Background: an optimization exercise with open tools, aiming at small area and a short achievable clock period. Do not read the settings as production practice.
At most, simulation tests tie the RTL to the original design; equivalence was not proved.
No activity file was given, so power comes from the tool's default toggle rates.

==> flow/design.v (excerpt) <==
module sample_fifo #(
   parameter int DEPTH       = sdr_pkg::FIFO_DEPTH,
   parameter int WIDTH       = sdr_pkg::SAMPLE_W,
   parameter int AFULL_LEVEL = DEPTH - 64
) (
   input  logic                   clk,
   input  logic                   rst_n,
   input  logic [WIDTH-1:0]       wr_data,
   input  logic                   wr_en,
   output logic                   full,
   output logic                   almost_full,
   input  logic                   read,
   output logic [WIDTH-1:0]       sample,
   output logic                   empty,
   output logic [$clog2(DEPTH):0] level,
   input  logic                   i_stats_clr,
   output logic [sdr_pkg::STAT_W-1:0]      o_overflow_cnt,
   output logic [sdr_pkg::STAT_W-1:0]      o_underflow_cnt
);
For scale: roughly 4200 flip-flops, about 0.16 mm2 of cells after synthesis.
==> flow/config.mk <==
export PLATFORM = sky130hd
export DESIGN_NAME = sample_fifo
export DESIGN_NICKNAME = sample_fifo
export VERILOG_FILES = /design/flow/design.v
export SDC_FILE = /design/flow/constraint.sdc
export NUM_CORES = 4
export LEC_CHECK = 0
export ABC_CLOCK_PERIOD_IN_PS = 2500
export CAP_MARGIN = 20
export CORE_MARGIN = 2
export CORE_UTILIZATION = 45
export SETUP_SLACK_MARGIN = 2.2
export SLEW_MARGIN = 20
export SYNTH_MEMORY_MAX_BITS = 8192
==> flow/constraint.sdc <==
create_clock -name core_clock -period 4.8 [get_ports {clk}]
set_input_delay 0.9600 -clock core_clock [delete_from_list [all_inputs] [get_ports {clk}]]
set_output_delay 0.9600 -clock core_clock [all_outputs]
set_load 0.01 [all_outputs]
run.sh (not shown) runs the stock make flow with config.mk's settings and CLKGATE_MAP_FILE= SYNTH_SCRIPT=/design/flow/synth_recipe.tcl, a recipe that flattens the netlist after the stock synthesis.
The starting point passed the timing, design-rule and antenna checks.
==> next run, changes <==
--- a/flow/config.mk
+++ b/flow/config.mk
@@ -7,3 +7,2 @@
 export LEC_CHECK = 0
-export ABC_CLOCK_PERIOD_IN_PS = 2500
 export CAP_MARGIN = 20
@@ -11,3 +10,2 @@
 export CORE_UTILIZATION = 45
-export SETUP_SLACK_MARGIN = 2.2
 export SLEW_MARGIN = 20
Clock-buffer cell count falls by 13.
Worst hold slack gets better by 0.38 ns.
Wire length went down by 5.4%.
Total power drops by 5.0%.
Sequential power barely changes.
Setup slack loses 0.90 ns.
Via count falls by 4.1%.

Setup of pepper:
sample_fifo, a different RTL version from the one above (not shown whole).
Size: ~4400 flip-flops, ~0.17 mm2 of cells after synthesis.
clock: 4.8 ns
lec_check: 0
abc_clock_period_in_ps: 2500
cap_margin: 20
core_margin: 2
core_utilization: 55
cts_cluster_diameter: 80
cts_cluster_size: 30
setup_slack_margin: 2.3
slew_margin: 20
synth_memory_max_bits: 8192
standard.sh (not shown) runs the stock make flow with config.mk's settings and CLKGATE_MAP_FILE= SYNTH_SCRIPT=/design/flow/synth_recipe.tcl, a recipe that flattens the netlist after the stock synthesis.
==> flow/flow/run.sh <==
#!/bin/bash
# Layout flow: the standard ORFS flow (standard.sh, unchanged synthesis and
# layout steps), with the port buffers that placement inserts on every input
# and output made plain buffers (sky130_fd_sc_hd__buf_4) instead of the delay
# buffer buffer_ports picks by default. Each make run's full output goes to
# its own log file in this folder.
set -euo pipefail
bash standard.sh "BUFFER_PORTS_ARGS=-buffer_cell sky130_fd_sc_hd__buf_4" finish > flow_standard.log 2>&1
pepper has completed all stages; timing, DRC and antenna checks passed.
The inputs of indigo differ from those of pepper as listed below.
- changing SETUP_SLACK_MARGIN from 2.3 to 2.0
- changing CTS_CLUSTER_DIAMETER from 80 to 100
==> flow/run.sh (new file) <==
#!/bin/bash
# synth_recipe.tcl (not shown) runs the flow's synth.tcl, then flattens the netlist and writes it again
# the make line also repeats each setting of config.mk as NAME=value (left out here)
make -C /OpenROAD-flow-scripts/flow DESIGN_CONFIG=/design/flow/config.mk WORK_HOME=/design/flow/orfs CLKGATE_MAP_FILE= SYNTH_SCRIPT=/design/flow/synth_recipe.tcl finish
removed: flow/flow/run.sh
removed: flow/standard.sh
--- outcome ---
Between pepper and indigo, the difference in proportion of cell area occupied by multi-input gates is negligible.
indigo falls short of pepper in setup slack.
u_ram.g_word[161].r_q[0] as the end of the critical path was reported by indigo, and u_ram.g_word[3].r_q[2] by pepper.
In the flow results for pepper and indigo, the number of filler instances in the final layout is larger on indigo.
indigo gives less post-cts resize count than pepper did.
Diff pepper and indigo: non-clock buffer count higher in pepper
Final cell area: indigo below pepper
Looking at total power after layout across both flows, indigo is the stronger of the two, with pepper trailing.
Function was not checked in any run of this note: the RTL went through the layout flow alone.

Setup of job 6732:
sample_fifo, a different RTL version from the one above (not shown whole).
For scale: about 4400 flip-flops, about 66 I/O pins, about 170000 um2 of cells after synthesis.
## sample_fifo
module sample_fifo #(
   parameter int DEPTH       = sdr_pkg::FIFO_DEPTH,
   parameter int WIDTH       = sdr_pkg::SAMPLE_W,
   parameter int AFULL_LEVEL = DEPTH - 64
) (
   input  logic                   clk,
   input  logic                   rst_n,
   input  logic [WIDTH-1:0]       wr_data,
   input  logic                   wr_en,
   output logic                   full,
   output logic                   almost_full,
   input  logic                   read,
   output logic [WIDTH-1:0]       sample,
   output logic                   empty,
   output logic [$clog2(DEPTH):0] level,
   input  logic                   i_stats_clr,
   output logic [sdr_pkg::STAT_W-1:0]      o_overflow_cnt,
   output logic [sdr_pkg::STAT_W-1:0]      o_underflow_cnt
);
==> flow/config.mk <==
export PLATFORM = sky130hd
export DESIGN_NAME = sample_fifo
export DESIGN_NICKNAME = sample_fifo
export VERILOG_FILES = /design/flow/design.v
export SDC_FILE = /design/flow/constraint.sdc
export NUM_CORES = 4
export LEC_CHECK = 0
export ABC_CLOCK_PERIOD_IN_PS = 2500
export CAP_MARGIN = 20
export CORE_MARGIN = 2
export CORE_UTILIZATION = 62
export CTS_CLUSTER_DIAMETER = 80
export CTS_CLUSTER_SIZE = 30
export SETUP_SLACK_MARGIN = 2.4
export SLEW_MARGIN = 20
export SYNTH_MEMORY_MAX_BITS = 8192
==> flow/constraint.sdc <==
create_clock -name core_clock -period 4.8 [get_ports {clk}]
set_input_delay 0.9600 -clock core_clock [delete_from_list [all_inputs] [get_ports {clk}]]
set_output_delay 0.9600 -clock core_clock [all_outputs]
set_load 0.01 [all_outputs]
==> flow/flow/run.sh <==
#!/bin/bash
# Layout flow: the standard ORFS flow (standard.sh, unchanged synthesis and
# layout steps), with the port buffers that placement inserts on every input
# and output made plain buffers (sky130_fd_sc_hd__buf_4) instead of the delay
# buffer buffer_ports picks by default, and more rounds of antenna repair after
# detailed routing. The make run's full output goes to flow_standard.log in
# this folder (ORFS also keeps each step's log under orfs/logs).
set -euo pipefail
bash standard.sh "BUFFER_PORTS_ARGS=-buffer_cell sky130_fd_sc_hd__buf_4" \
   MAX_REPAIR_ANTENNAS_ITER_DRT=10 finish > flow_standard.log 2>&1
The inputs of job 7729 differ from those of job 6732 as listed below.
# job 6732
export LEC_CHECK = 0
export ABC_CLOCK_PERIOD_IN_PS = 2500
export CAP_MARGIN = 20
export CORE_MARGIN = 2
export CORE_UTILIZATION = 62
export CTS_CLUSTER_DIAMETER = 80
export CTS_CLUSTER_SIZE = 30
export SETUP_SLACK_MARGIN = 2.4
export SLEW_MARGIN = 20
export SYNTH_MEMORY_MAX_BITS = 8192
create_clock -name core_clock -period 4.8 [get_ports {clk}]
# job 7729
export LEC_CHECK = 0
export ABC_CLOCK_PERIOD_IN_PS = 2500
export CAP_MARGIN = 20
export CORE_MARGIN = 2
export CORE_UTILIZATION = 65
export CTS_CLUSTER_DIAMETER = 80
export CTS_CLUSTER_SIZE = 30
export SETUP_SLACK_MARGIN = 2.35
export SLEW_MARGIN = 20
export SYNTH_MEMORY_MAX_BITS = 8192
create_clock -name core_clock -period 4.8 [get_ports {clk}]
==> comparison <==
The worst setup path category comes out flop to flop in one run and flop to output port in the other, namely in job 6732 and job 7729 respectively.
On job 7729: total power draw is 2.5 mW lower than what job 6732 gave.
Job 7729 against job 6732; final cell count without fillers is down slightly.
Wire length on met2 (lower): job 7729
Summary of job 7729 over job 6732: tightest slew margin relative to the limit up 5.8 points, proportion of cell area occupied by multi-input gates picked up an extra 0.34 points.
Run comparison: job 7729 classification of the worst-slack hold path input pin to asynchronous set/reset pin; job 6732 classification of the worst-slack hold path input pin to flop

[separate check: timing with driven ports]
The flow's constraints put no driver on any port. The routed layouts listed below were extracted and timed again, unchanged, in two steps.
Step 1: set_driving_cell puts a clkbuf_16 on clk and a buf_2 on each other input, an assumption about the parent block.
Step 2, shift: input delay + t, output delay - t, t = (earliest + latest rising clock arrival at the registers) / 2. This alone moves slack from input paths to output paths.
Three values: ideal, step 1, step 2; two values: the first two.
run | shift t [ns] | setup WS [ns] | hold slack, ns | pins driven straight from the clock port
the first run of note 1 | 1.055 | 1.075 / 1.075 / 0.854 | 0.096 / 0.022 / 0.612 | 1
the second run of note 1 | 1.052 | 0.178 / 0.178 / 0.123 | 0.472 / 0.395 / 0.573 | 1
pepper | 1.037 | 2.109 / 2.109 / 1.597 | 0.006 / -0.039 / 0.475 | 1
indigo | 1.023 | 1.978 / 1.978 / 1.110 | 0.051 / 0.001 / 0.479 | 1
job 6732 | 1.054 | 2.048 / 2.048 / 1.293 | 0.372 / 0.317 / 0.478 | 1
job 7729 | 1.008 | 2.241 / 2.141 / 1.409 | 0.035 / 0.066 / 0.478 | 1
After both steps every run listed still meets setup and hold. The setup slack of indigo, which loses most, moves by 0.000 ns with the drivers and by -0.868 ns with both steps.
